This is an optimization exercise on Yosys and OpenROAD, whose aim is small area, not a production implementation.
Where RTL was checked, it was by simulation tests only, not by an equivalence proof against the original.
No functional check of the RTL was part of run 2.
Power is estimated from default activity; no workload was simulated.

--- design.v ---
package pePkg;
  localparam int DATA_WIDTH = 8;
  localparam logic [DATA_WIDTH-1:0] LAYER_MAX_POOL = DATA_WIDTH'(2);
  localparam logic [DATA_WIDTH-1:0] LAYER_RELU = DATA_WIDTH'(3);
endpackage
module featureBuffer #(
  parameter int BUFFER_DEPTH = 256
) (
  input logic clock,
  input logic writeEnable,
  input logic [7:0] writeAddress,
  input logic [pePkg::DATA_WIDTH-1:0] writeData,
  input logic [7:0] readAddress,
  output logic [pePkg::DATA_WIDTH-1:0] readData
);
  localparam int DW = pePkg::DATA_WIDTH;
  localparam int GROUPS = 85;
  logic [DW-1:0] storage [256];
  logic [3:0] readRowN;
  logic [15:0] readColN;
  logic [15:0] writeRowN, writeColN;
  logic [63:0] readSelect;
  logic [255:0] writeSelect;
  always_comb begin
    for (int j = 0; j < 16; j++) begin
      readColN[j] = readAddress[3:0] != 4'(j);
      writeRowN[j] = !(writeEnable && (writeAddress[7:4] == 4'(j)));
      writeColN[j] = writeAddress[3:0] != 4'(j);
    end
    for (int j = 0; j < 4; j++) begin
      readRowN[j] = readAddress[5:4] != 2'(j);
    end
  end
  for (genvar i = 0; i < 256; i++) begin : g_word
    peNor2 u_writeSelect (.a(writeRowN[i / 16]), .b(writeColN[i % 16]), .y(writeSelect[i]));
    always_ff @(posedge clock) begin
      if (writeSelect[i]) begin
        storage[i] <= writeData;
      end
    end
  end
  for (genvar i = 0; i < 64; i++) begin : g_select
    peNor2 u_readSelect (.a(readRowN[i / 16]), .b(readColN[i % 16]), .y(readSelect[i]));
  end
  for (genvar b = 0; b < DW; b++) begin : g_bit
    logic [3:0] quarter;
    for (genvar h = 0; h < 4; h++) begin : g_quarter
      logic [21:0] termN;
      logic [5:0] level1;
      logic [2:0] level2N;
      for (genvar g = 0; g < 21; g++) begin : g_group
        peAoi222 u_aoi (
          .a0(readSelect[3 * g]), .b0(storage[64 * h + 3 * g][b]),
          .a1(readSelect[3 * g + 1]), .b1(storage[64 * h + 3 * g + 1][b]),
          .a2(readSelect[3 * g + 2]), .b2(storage[64 * h + 3 * g + 2][b]),
          .y(termN[g])
        );
      end
      peNand2 u_last (.a(readSelect[63]), .b(storage[64 * h + 63][b]), .y(termN[21]));
      for (genvar g = 0; g < 5; g++) begin : g_l1
        peNand4 u_n (.a(termN[4 * g]), .b(termN[4 * g + 1]), .c(termN[4 * g + 2]),
                     .d(termN[4 * g + 3]), .y(level1[g]));
      end
      peNand2 u_l1 (.a(termN[20]), .b(termN[21]), .y(level1[5]));
      for (genvar g = 0; g < 3; g++) begin : g_l2
        peNor2 u_n (.a(level1[2 * g]), .b(level1[2 * g + 1]), .y(level2N[g]));
      end
      peNand3 u_l3 (.a(level2N[0]), .b(level2N[1]), .c(level2N[2]), .y(quarter[h]));
    end
    assign readData[b] = quarter[readAddress[7:6]];
  end
endmodule
module peAoi222 (
  input logic a0, b0, a1, b1, a2, b2,
  output logic y
);
  assign y = ~((a0 & b0) | (a1 & b1) | (a2 & b2));
endmodule
module peNand2 (input logic a, b, output logic y);
  assign y = ~(a & b);
endmodule
module peNand3 (input logic a, b, c, output logic y);
  assign y = ~(a & b & c);
endmodule
module peNand4 (input logic a, b, c, d, output logic y);
  assign y = ~(a & b & c & d);
endmodule
module peNor2 (input logic a, b, output logic y);
  assign y = ~(a | b);
endmodule
module featureEngine (
  input logic first,
  input logic isRelu,
  input logic [pePkg::DATA_WIDTH-1:0] readData,
  input logic [pePkg::DATA_WIDTH-1:0] runningMax,
  output logic [pePkg::DATA_WIDTH-1:0] maxNext
);
  logic signed [pePkg::DATA_WIDTH-1:0] base;
  logic signed [pePkg::DATA_WIDTH-1:0] data;
  assign base = first ? {~isRelu, {(pePkg::DATA_WIDTH - 1){1'b0}}} : runningMax;
  assign data = readData;
  assign maxNext = (data > base) ? data : base;
endmodule
module dnnProcessingElement #(
  parameter int BUFFER_DEPTH = 256,
  parameter int GAP_CYCLES = 11
) (
  input logic clock,
  input logic reset,
  input logic [pePkg::DATA_WIDTH-1:0] dataIn,
  input logic isNewData,
  input logic isBusy,
  output logic [pePkg::DATA_WIDTH-1:0] dataOut,
  output logic doTransmit
);
  localparam int DW = pePkg::DATA_WIDTH;
  localparam int AW = $clog2(BUFFER_DEPTH);
  typedef enum logic [2:0] {
    stateIdle,
    stateHeader,
    stateLoad,
    stateEngine,
    stateDelay,
    stateSend
  } peState;
  peState state;
  logic isRelu;
  logic lastNewData;
  logic newByte;
  logic [DW-1:0] hC, hP, hQ, hR, hS, hX;
  logic [DW-1:0] cs, cr, cq, cp, cc;
  logic [DW-1:0] sInc, rInc, qInc, pInc, cInc;
  logic [DW-1:0] sLimit;
  logic sEnd, rEnd, qEnd, pEnd, cEnd;
  logic [AW-1:0] rowBase, winBase, pBase;
  logic [AW-1:0] rowLen, rowStep;
  logic [AW-1:0] writeIndex;
  logic [AW-1:0] writeNext;
  logic [AW-1:0] readAddress;
  logic [AW-1:0] opA, opB, sum;
  logic [DW-1:0] readData;
  logic [DW-1:0] runningMax;
  logic [DW-1:0] maxNext;
  logic loading, engine;
  logic writeEnable;
  logic [DW-1:0] writeData;
  logic sendNow;
  assign newByte = isNewData != lastNewData;
  assign loading = state == stateLoad;
  assign engine = state == stateEngine;
  assign sInc = cs + 1'b1;
  assign rInc = cr + 1'b1;
  assign qInc = cq + 1'b1;
  assign pInc = cp + 1'b1;
  assign cInc = cc + 1'b1;
  assign qEnd = qInc == hQ;
  assign pEnd = pInc == hP;
  assign cEnd = cInc == hC;
  always_comb begin
    sLimit = hS;
    if (state == stateSend) begin
      sLimit = writeIndex;
    end else if (loading && !qEnd) begin
      sLimit = hX;
    end
  end
  assign sEnd = sInc == sLimit;
  assign rEnd = rInc == ((loading && !pEnd) ? pBase : hR);
  assign readAddress = rowBase + cs;
  assign writeNext = writeIndex + 1'b1;
  always_comb begin
    opA = rowBase;
    opB = rowLen;
    if (rEnd) begin
      if (!qEnd) begin
        opA = winBase;
        opB = hX;
      end else if (!pEnd) begin
        opA = pBase;
        opB = rowStep;
      end else begin
        opB = hS;
      end
    end
  end
  assign sum = opA + opB;
  featureEngine u_featureEngine (
    .first((cs == '0) && (cr == '0)),
    .isRelu(isRelu),
    .readData(readData),
    .runningMax(runningMax),
    .maxNext(maxNext)
  );
  assign writeEnable = (loading && newByte) || (engine && sEnd && rEnd);
  assign writeData = loading ? dataIn : maxNext;
  featureBuffer #(
    .BUFFER_DEPTH(BUFFER_DEPTH)
  ) u_featureBuffer (
    .clock(clock),
    .writeEnable(writeEnable),
    .writeAddress(writeIndex),
    .writeData(writeData),
    .readAddress(readAddress),
    .readData(readData)
  );
  assign sendNow = (state == stateSend) && !isBusy && (cq[3:0] == 4'(GAP_CYCLES - 1));
  always_ff @(posedge clock) begin
    lastNewData <= isNewData;
    runningMax <= maxNext;
  end
  always_ff @(posedge clock) begin
    if (reset) begin
      dataOut <= '0;
      doTransmit <= 1'b0;
    end else begin
      doTransmit <= sendNow;
      if (sendNow) begin
        dataOut <= readData;
      end
    end
  end
  always_ff @(posedge clock) begin
    if (reset) begin
      state <= stateIdle;
    end else begin
      case (state)
        stateIdle: begin
          if (newByte) begin
            cs <= '0;
            if (dataIn == pePkg::LAYER_MAX_POOL) begin
              isRelu <= 1'b0;
              state <= stateHeader;
            end else if (dataIn == pePkg::LAYER_RELU) begin
              isRelu <= 1'b1;
              hR <= 8'd1;
              hS <= 8'd1;
              hX <= 8'd1;
              pBase <= 8'd1;
              state <= stateHeader;
            end
          end
        end
        stateHeader: begin
          if (newByte) begin
            case (cs[2:0])
              3'd0: hC <= dataIn;
              3'd1: hP <= dataIn;
              3'd2: hQ <= dataIn;
              3'd3: hR <= dataIn;
              3'd4: hS <= dataIn;
              3'd5: hX <= dataIn;
              default: pBase <= dataIn;
            endcase
            cs <= sInc;
            if (cs[2:0] == (isRelu ? 3'd2 : 3'd6)) begin
              state <= stateLoad;
              cs <= '0;
              cr <= '0;
              cq <= '0;
              cp <= '0;
              cc <= '0;
              writeIndex <= '0;
              rowLen <= '0;
              rowStep <= '0;
            end
          end
        end
        stateLoad: begin
          if (newByte) begin
            writeIndex <= writeNext;
            if (!sEnd) begin
              cs <= sInc;
            end else begin
              cs <= '0;
              if (!qEnd) begin
                cq <= qInc;
              end else begin
                cq <= '0;
                if (rowLen == '0) begin
                  rowLen <= writeNext;
                end
                if (!rEnd) begin
                  cr <= rInc;
                end else begin
                  cr <= '0;
                  if (!pEnd) begin
                    cp <= pInc;
                    if (rowStep == '0) begin
                      rowStep <= writeNext;
                    end
                  end else begin
                    cp <= '0;
                    if (!cEnd) begin
                      cc <= cInc;
                    end else begin
                      cc <= '0;
                      state <= stateEngine;
                      writeIndex <= '0;
                      rowBase <= '0;
                      winBase <= '0;
                      pBase <= '0;
                    end
                  end
                end
              end
            end
          end
        end
        stateEngine: begin
          if (sEnd && rEnd) begin
            writeIndex <= writeNext;
          end
          if (!sEnd) begin
            cs <= sInc;
          end else begin
            cs <= '0;
            if (!rEnd) begin
              cr <= rInc;
              rowBase <= sum;
            end else begin
              cr <= '0;
              if (!qEnd) begin
                cq <= qInc;
                rowBase <= sum;
                winBase <= sum;
              end else begin
                cq <= '0;
                if (!pEnd) begin
                  cp <= pInc;
                  rowBase <= sum;
                  winBase <= sum;
                  pBase <= sum;
                end else begin
                  cp <= '0;
                  if (!cEnd) begin
                    cc <= cInc;
                    rowBase <= sum;
                    winBase <= sum;
                    pBase <= sum;
                  end else begin
                    cc <= '0;
                    rowBase <= '0;
                    state <= stateDelay;
                  end
                end
              end
            end
          end
        end
        stateDelay: begin
          cq <= qInc;
          if (cq[3:0] == (isRelu ? 4'd3 : 4'd4)) begin
            cq <= '0;
            state <= stateSend;
          end
        end
        stateSend: begin
          if (!isBusy) begin
            cq <= qInc;
          end
          if (sendNow) begin
            cq <= '0;
            cs <= sInc;
            if (sEnd) begin
              state <= stateIdle;
            end
          end
        end
        default: begin
          state <= stateIdle;
        end
      endcase
    end
  end
endmodule
--- run.sh ---
#!/bin/bash
# synth_recipe.tcl (not shown) runs the flow's synth.tcl, then flattens the netlist and writes it again
# the make line also repeats each setting of config.mk as NAME=value (left out here)
make -C /OpenROAD-flow-scripts/flow DESIGN_CONFIG=/design/flow/config.mk WORK_HOME=/design/flow/orfs CLKGATE_MAP_FILE= SYNTH_SCRIPT=/design/flow/synth_recipe.tcl finish
--- config.mk ---
export PLATFORM = sky130hd
export DESIGN_NAME = dnnProcessingElement
export DESIGN_NICKNAME = dnnProcessingElement
export VERILOG_FILES = /design/flow/design.v
export SDC_FILE = /design/flow/constraint.sdc
export NUM_CORES = 4
export LEC_CHECK = 0
export CAP_MARGIN = 20
export CORE_MARGIN = 2
export CORE_UTILIZATION = 40
export CTS_BUF_LIST = sky130_fd_sc_hd__clkbuf_16
export CTS_CLUSTER_DIAMETER = 100
export CTS_CLUSTER_SIZE = 30
export SLEW_MARGIN = 20
export SYNTH_HIERARCHICAL = 1
export SYNTH_MINIMUM_KEEP_SIZE = 0
--- constraint.sdc ---
create_clock -name core_clock -period 14.0 [get_ports {clock}]
set_input_delay 2.8000 -clock core_clock [delete_from_list [all_inputs] [get_ports {clock}]]
set_output_delay 2.8000 -clock core_clock [all_outputs]
set_load 0.01 [all_outputs]
==> impl_results.md, run 1 <==
* Max incr delay on CP at 0.89 ns
* Yosys warns at 10
* Internal power at 0.0101 W
* Vias in the first global route at 43,900
* 1st-iter DRT viols at 9,471
* DRT Pass-1 Iters at 8
* Final Hold Vio Count at 0
* Area after DPL at about 85,000 um2
* Buf/Inv on CP at 3
* Ports at 21
* Worst Reg-to-Reg Cells at 22
* Post-layout instance area at around 90,000 um2
* Hold Path Class: flip-flop to flip-flop
* Peak Freq at about 110 MHz
* Share of cells above drive strength 1 at 7.10%
* Yosys reg bits at roughly 2,200
* Cell variety after synth at 74
* CP Max Fanout at between 90 and 100
* Sink Count at approximately 2,200
* Max FFs per register at ~2,000
* FFs w/ async S/R, synth at 0%
* Tmin final at just over 9 ns
* Final WL at 230 mm
* Largest net degree at the start of global routing at 206
* Reg-to-reg critical path startpoint: cs[0]
* Hold Buf Count CTS at 0
* Max-Slew Margin vs Limit at 20.8%
* Final net count at approximately 4,600
* Flop pwr share at a little under two thirds
* CP endpoint kind: flip-flop
* Largest Register: u_featureBuffer.storage
* Worst IR Drop VDD at 0.203 mV
* Chip height at approximately 450 um
* Initial Util at between 40% and 50%
* Synthesized cell area at 80,800 um2
* Row count at ~170
* Max cap viols at 0
* Crit-path cells: ha_1 -> inv_1 -> fa_1 -> xnor2_1 -> nor2_1 -> nand3_1 -> nor2_2 -> buf_4 -> a222oi_1 -> nand4_1 -> nor2_1 -> nand3_1 -> mux4_2 -> ha_1 -> nand2_1 -> o32ai_1 -> a31oi_1 -> a21oi_4 -> mux2i_1 -> nand2_1 -> nand2_4 -> buf_4
* CTS tree: done
* Clock power share at between 20% and 30%
* Switching share of power at between 20% and 30%
* Die W at around 450 um
* Remaining DRCs at 0
* Area of the multi-input gates at 14,800 um2
* FF+latch area at roughly 66,000 um2
* Psw at between 0.003 and 0.004 W
* Worst Hold End: runningMax[1]
* Post-route ant nets at 0
* Layout area overhead at 8.59%
* Initial antenna violation count at 4
* Status: finished clean
* Cells after Synth at roughly 4,300
* CP Data Required Time at approximately 14 ns
* Root buffer cell: clkbuf_16
* DR vias/cell at ~6.4
* Post-CTS Resized at 0
* Die area at 206,000 um2
* Number of port buffers at 20
* CTS Buf Count at between 80 and 90
* Worst-skew pair later-pin latency at between 0.7 and 0.8 ns
* Flop2flop setup slack at ~4.7 ns
* CP top delay family: simple AND/OR/NAND/NOR gates
* Leak pwr at about 26 nW
* Number of flops mapped to enable cells by yosys at 2,185
* Hold Startpoint: runningMax[1]
* Reg-to-reg critical path endpoint: u_featureBuffer.storage[113][4]
* Sum Neg Setup Slack at 0 ns
* Combinational cell fraction of total power at a little over an eighth
* GRT Total Usage at 21.7%
* Worst-margin pin slew at 1.18 ns
* Seq/Total Area, Yosys at about 82%
* GPL Wtd Cong at between 0.9 and 1
* Final setup violation count at 0
* Worst Path Arrival at slightly below 10 ns
* Slew Limit Fails at 0
* Syn Nets at between 4,000 and 5,000
* Fillers at ~17,000
* GRT Residual Overflow at 0
* H-tree Lvls at 3
* Global-route wire length before repair at about 320 mm
* Syn Area/Cell at 18.6 um2
* Core Region at about 200,000 um2
* Power per standard cell area at around 160 nW/um2
* Clock buffer depth at 3
* RSZ-0062 raised after global routing: no
* Crit Path Category: flip-flop to flip-flop
* Clk pin slew, worst setup/hold paths at 0.12 ns
* Max stage delay cell, worst path: buf_4
* Hold path cells at 2
* CP startpoint kind: flip-flop
* HPWL after DPL at ~140 mm
* Drt wl/cell at 31.9 um
* Detailed-route via count at 46,500
* Post-CTS setup buffers at 0
* Clk_skew at 0.0461 ns
* Crit share post-route at 66.1%
* Most used DFF post-synth: edfxtp_1
## metrics by stage
step,cells,hold slack [ns],total power (W),util (%),setup WS [ns]
3_5_place_dp,7104,0.543,0.0107,42.4,5.08
5_1_grt,7211,0.575,0.0141,43.6,4.57
3_3_place_gp,7102,0.526,0.0107,42.4,5.03
2_1_floorplan,4342,0.488,0.0101,-,5.25
6_report,7211,0.569,0.0137,43.6,4.75
4_1_cts,7209,0.562,0.0137,43.5,5.01
## Yosys cell counts, drive strengths merged, types with 3 or more instances
cell type	number	share of area, %
and2	4	0.031
nor2	518	2.4
a222oi	672	8.3
inv	46	0.22
nor4	11	0.12
nand4	172	1.3
xnor2	50	0.54
nand2b	19	0.15
o211a	6	0.074
dfxtp	21	0.52
a21oi	44	0.29
a221oi	6	0.065
nor2b	19	0.15
a21o	14	0.13
o21a	3	0.028
mux2i	35	0.43
or3	7	0.054
mux4	8	0.22
a22oi	9	0.084
nor3b	9	0.084
or2	6	0.050
xor2	40	0.43
or4	4	0.042
a31oi	3	0.023
clkbuf	26	0.12
and4	3	0.033
nand3	69	0.44
nand2	170	0.79
nor4b	3	0.033
a211oi	4	0.037
o21ai	29	0.18
nor3	20	0.13
buf	11	0.084
ha	34	0.53
and3	26	0.20
edfxtp	2185	81
o21bai	5	0.046
## how the worst max path moves through the flow
stage                                            to  slack [ns]  startpoint  cells after the start
global route        u_featureBuffer.storage[113][4]        4.57       cs[0]                     22
detailed placement   u_featureBuffer.storage[41][1]        5.08       cs[0]                     22
floorplan             u_featureBuffer.storage[0][4]        5.25       cs[1]                     22
global placement     u_featureBuffer.storage[39][1]        5.03       cs[0]                     22
CTS                 u_featureBuffer.storage[247][4]        5.01       cs[0]                     22
finish              u_featureBuffer.storage[113][4]        4.75       cs[0]                     22
## layer usage
metal | GRT usage, % | routed length [um] | vias to the layer above
met3 | 4.69 | 25700 | 389
met1 | 31.0 | 91500 | 24100
met5 | 0 | 10 | -
met4 | 7.74 | 9390 | 2
li1 | - | - | 19100
met2 | 32.8 | 103000 | 2839
## power groups by stage
stage | sequential [W] | combinational (W) | clock [W]
CTS | 0.00874 | 0.00185 | 0.00313
finish | 0.00874 | 0.00186 | 0.00308
global placement | 0.00889 | 0.00177 | 0
floorplan | 0.00931 | 0.000834 | 0
detailed placement | 0.00889 | 0.00185 | 0
global route | 0.00874 | 0.00200 | 0.00334
## cell families after synthesis
logic type	Yosys count	share of synthesized area, %
flip-flops	2206	81.7
adder cells (fa/ha/maj)	36	0.576
XOR/XNOR	91	1.00
AND/OR/NAND/NOR	1066	6.12
AO/OA/AOI/OAI	815	9.51
buffers and inverters	83	0.421
multiplexers	45	0.689
## Yosys stat by module (local to each module, per instance), excerpt
module	copies in the design	flip-flops and latches
peNand4	160	0
featureEngine	1	0
peNand3	32	0
peNand2	64	0
dnnProcessingElement	1	158
peAoi222	672	0
peNor2	416	0
## cell usage in the layout, fill, tap and decap left out, types with 40 or more instances in the layout
cell type / Yosys / routed
a222oi_1: 672 / 672
xor2_1: 40 / 40
nand4_1: 171 / 171
nand2_1: 170 / 158
nand3_1: 67 / 61
xnor2_1: 50 / 49
nor2_1: 517 / 452
buf_4: 1 / 99
edfxtp_1: 2185 / 2185
nor2_2: 1 / 62
a21oi_1: 43 / 43
clkbuf_16: 0 / 87
inv_1: 45 / 50
## tightest hold or removal path: stages, from the launching register on
cell,delay [ns]
dfxtp_1,0.32
nand2b_1,0.11
mux2i_1,0.10
## final cells by class
| class | count | area share (%) |
|---|---|---|
| Antenna cell | 1 | 0.00285 |
| Sequential cell | 2206 | 75.2 |
| Clock buffer | 87 | 2.48 |
| Timing Repair Buffer | 128 | 1.25 |
| Inverter | 46 | 0.200 |
| Tap cell | 2672 | 3.81 |
| Multi-Input combinational cell | 2053 | 16.8 |
| Clock inverter | 18 | 0.202 |
==> run 2: changes to the inputs <==
--- a/design.v
+++ b/design.v
@@ -20,5 +20,5 @@
   logic [15:0] readColN;
   logic [15:0] writeRowN, writeColN;
-  logic [63:0] readSelect;
+  logic [63:0] readSelect [2];
   logic [255:0] writeSelect;
   always_comb begin
@@ -40,6 +40,9 @@
     end
   end
-  for (genvar i = 0; i < 64; i++) begin : g_select
-    peNor2 u_readSelect (.a(readRowN[i / 16]), .b(readColN[i % 16]), .y(readSelect[i]));
+  for (genvar c = 0; c < 2; c++) begin : g_copy
+    for (genvar i = 0; i < 64; i++) begin : g_select
+      peNor2 u_readSelect (.a(readRowN[i / 16]), .b(readColN[i % 16]),
+                           .y(readSelect[c][i]));
+    end
   end
   for (genvar b = 0; b < DW; b++) begin : g_bit
@@ -51,11 +54,11 @@
       for (genvar g = 0; g < 21; g++) begin : g_group
         peAoi222 u_aoi (
-          .a0(readSelect[3 * g]), .b0(storage[64 * h + 3 * g][b]),
-          .a1(readSelect[3 * g + 1]), .b1(storage[64 * h + 3 * g + 1][b]),
-          .a2(readSelect[3 * g + 2]), .b2(storage[64 * h + 3 * g + 2][b]),
+          .a0(readSelect[h / 2][3 * g]), .b0(storage[64 * h + 3 * g][b]),
+          .a1(readSelect[h / 2][3 * g + 1]), .b1(storage[64 * h + 3 * g + 1][b]),
+          .a2(readSelect[h / 2][3 * g + 2]), .b2(storage[64 * h + 3 * g + 2][b]),
           .y(termN[g])
         );
       end
-      peNand2 u_last (.a(readSelect[63]), .b(storage[64 * h + 63][b]), .y(termN[21]));
+      peNand2 u_last (.a(readSelect[h / 2][63]), .b(storage[64 * h + 63][b]), .y(termN[21]));
       for (genvar g = 0; g < 5; g++) begin : g_l1
         peNand4 u_n (.a(termN[4 * g]), .b(termN[4 * g + 1]), .c(termN[4 * g + 2]),
==> run 2 against run 1 <==
Power is essentially flat. Synthesized area rose by 0.30%. Synthesized cell count rose by 1.5%. Die area up 0.30%. Global-route usage fell by 0.10 points. Clock-buffer cell count is 1 lower. Clock power is 2% lower. Sequential power about the same.
==> impl_results.md, run 2 <==
* Status: finished clean
* Crit share post-route at 67.4%
* GRT Residual Overflow at 0
* Simple-gate area share of the yosys netlist at under 10%
* Synthesized cell area at 81,100 um2
* Largest family of logic cells by synthesized area: compound AO/OA/AOI/OAI gates
* GRT Total Usage at 21.6%
* Met3 Use GR at 3.60%
* Die area at around 210,000 um2
* Crit Path Category: flip-flop to flip-flop
* 1st-iter DRT viols at roughly 9,600
* Sum Neg Setup Slack at 0 ns
* Largest net degree at the start of global routing at between 200 and 300
* Worst-skew pair later-pin latency at 0.77 ns
* Worst IR Drop VDD at roughly 0.21 mV
* Leak pwr at about 27 nW
* FFs w/ async S/R, synth at 0%
* Cell variety after synth at 74
* Compound-gate portion of the synthesized area at under 10%
* CTS Buf Count at 84
* Final Non-Filler Cells at 7,338
* RSZ-0062 raised after global routing: no
* Hold Buf Count CTS at 0
* Adder-cell share of the synthesized area at less than 1%
* Vias in the first global route at 44,100
* Clk pin slew, worst setup/hold paths at 0.12 ns
* Synth cell count leaders: edfxtp_1, a222oi_1, nor2_1, nand4_1, nand2_1
* Most frequent cells in the layout: edfxtp_1, a222oi_1, nor2_1
* Hold Path Class: flip-flop to flip-flop
* Remaining DRCs at 0
* FF+latch area at roughly 66,000 um2
* Clock buffer depth at 3
* Share of cells above drive strength 1 at between 7 and 8%
* Detailed-route via count at between 40,000 and 50,000
* Area of the multi-input gates at around 15,000 um2
* CP Data Required Time at ~14 ns
* Drt wl/cell at about 31 um
* Met2 Use GR at about 34%
* Most instantiated library cell after synthesis: edfxtp_1
* Commonest non-fill, non-tap cell in the layout: edfxtp_1
* GR peak layer: met2
* CP endpoint kind: flip-flop
* Yosys reg bits at about 2,200
* CP Max Fanout at 74
* Peak Freq at ~110 MHz
* CTS tree: done
* Max-Slew Margin vs Limit at 15.1%
* Final Hold Vio Count at 0
* Smallest hold slack at 0.567 ns
* Post-CTS setup buffers at 0
* GPL Wtd Cong at between 0.9 and 1
* Final setup violation count at 0
* Final WL at 229 mm
* Ports at 21
* Worst-margin pin slew at between 1 and 1.5 ns
* H-tree Lvls at 3
* Largest Register: u_featureBuffer.storage
* Final net count at 4,684
* Yosys warns at 11
* Initial Util at 40.2%
* Power per standard cell area at 155 nW/um2
* Syn Area/Cell at approximately 18 um2
* Sink Count at 2,206
* Seq/Total Area, Yosys at between 80% and 90%
* CP startpoint kind: flip-flop
* XOR/XNOR Fraction of Synth Area at less than 1%
* Initial antenna violation count at 4
* Post-Place Cells at slightly above 7,000
* Layout area overhead at 8.94%
* Worst Path Arrival at 9.90 ns
* Die W at between 400 and 500 um
* Mux cell area share after synthesis at less than 1%
* HPWL after DPL at approximately 140 mm
* Slew Limit Fails at 0
* Row count at approximately 170
* Number of port buffers at 20
* Global-route wire length before repair at approximately 320 mm
* DRT Pass-1 Iters at 10
* Area leader, netlist: edfxtp_1
* Clk_skew at just under 0.04 ns
* Cells after Synth at between 4,000 and 5,000
* Main area contributors after synthesis: edfxtp_1, a222oi_1, nor2_1
* GRT met1 Usage at a little under a third
* Most used DFF post-synth: edfxtp_1
* Post-CTS Resized at 0
* Synth top area share at around four fifths
* Syn Nets at ~4,500
* Fillers at about 17,000
* Max cap viols at 0
* Root buffer cell: clkbuf_16
* Core Region at between 200,000 and 250,000 um2
* DR vias/cell at between 6 and 7
* Chip height at 454 um
* Post-route ant nets at 0
* Tmin final at between 9 and 10 ns
* Max FFs per register at between 2,000 and 2,500
* Number of flops mapped to enable cells by yosys at 2,185
[run 2: worst max-delay path, cell delays in order (launching register included)]
cell and delay (ns):
edfxtp_1 0.51, ha_1 0.22, inv_1 0.05, fa_1 0.40, xnor2_1 0.47, nor2_1 0.19, nand2_1 0.96, nor2_2 0.41
a222oi_1 0.73, nand4_1 0.39, nor2_1 0.31, nand3_1 0.26, mux4_2 0.56, ha_1 0.34, nand4_1 0.13, o32ai_1 0.29
a31oi_1 0.11, a21oi_4 0.35, mux2i_1 0.28, nand2_1 0.12, nand2_4 0.53, buf_4 0.67, buf_4 0.73
[run 2: through the flow]
step	setup WS, ns	area [um2]	util (%)	power, W
2_1_floorplan	5.04	81100	-	0.0101
3_3_place_gp	4.70	85800	42.5	0.0107
3_5_place_dp	4.89	85900	42.5	0.0108
4_1_cts	4.82	88200	43.7	0.0137
5_1_grt	4.25	88300	43.7	0.0141
6_report	4.56	88300	43.8	0.0137
[run 2: layer usage]
metal | wire [um] | up-vias
met1 | 90000 | 24300
li1 | - | 19400
met5 | 8 | -
met2 | 106000 | 2698
met4 | 10100 | 2
met3 | 23300 | 378
[run 2: cell type report]
cell class,count,area share [%]
Sequential cell,2206,74.8
Multi-Input combinational cell,2117,16.9
Tap cell,2672,3.78
Clock buffer,86,2.44
Timing Repair Buffer,181,1.74
Inverter,46,0.198
Clock inverter,28,0.170
Antenna cell,2,0.00567
[run 2: per-module statistics from Yosys (local to each module, per instance), a selection]
module,cells,flops+latches
dnnProcessingElement,816,158
featureEngine,48,0
peAoi222,1,0
peNand4,1,0
peNand3,1,0
peNand2,1,0
peNor2,1,0
[run 2: worst paths after layout]
path	from	to	slack [ns]	cells past startpoint
worst min register to register	runningMax[3]	runningMax[3]	0.57	2
worst max register to register	cs[0]	u_featureBuffer.storage[254][7]	4.56	22
worst min-delay path	runningMax[3]	runningMax[3]	0.57	2
worst max-delay path	cs[0]	u_featureBuffer.storage[254][7]	4.56	22
[run 2: logic make-up (layout without fill, tap and decap cells)]
kind of cell / count (synthesis) / in the layout
AOI/OAI and AO/OA: 815 / 815
xor gates and xnor gates: 91 / 91
adders and majority gates: 36 / 36
buffers and inverters: 83 / 341
DFF: 2206 / 2206
muxes: 45 / 45
other: 0 / 2
and+or+nand+nor: 1130 / 1130
[run 2: report_power, final]
group          internal (W)  switching [W]
Combinational      0.000214        0.00171
Sequential          0.00872     0.00000576
Clock               0.00113        0.00191
Total                0.0101        0.00362

## static timing again, ports no longer ideal
The flow's constraints put no driver on any port. The routed layouts listed below were extracted and timed again, unchanged, in two steps. Step 1: set_driving_cell puts a clkbuf_16 on clock and a buf_2 on each other input, an assumption about the parent block. Step 2, shift: input delay + t, output delay - t, t = (earliest + latest rising clock arrival at the registers) / 2. This alone moves slack from input paths to output paths. a / b / c = no drivers / after step 1 / after step 2; a / b = the first two.
| run | t, ns | setup WS [ns] | worst hold slack (ns) | pins driven straight from the clock port |
|---|---|---|---|---|
| run 1 | 0.835 | 4.748 / 4.748 / 4.748 | 0.569 / 0.569 / 0.569 | 1 |
| run 2 | 0.829 | 4.559 / 4.559 / 4.559 | 0.567 / 0.567 / 0.567 | 1 |
After both steps every run listed still meets setup and hold.
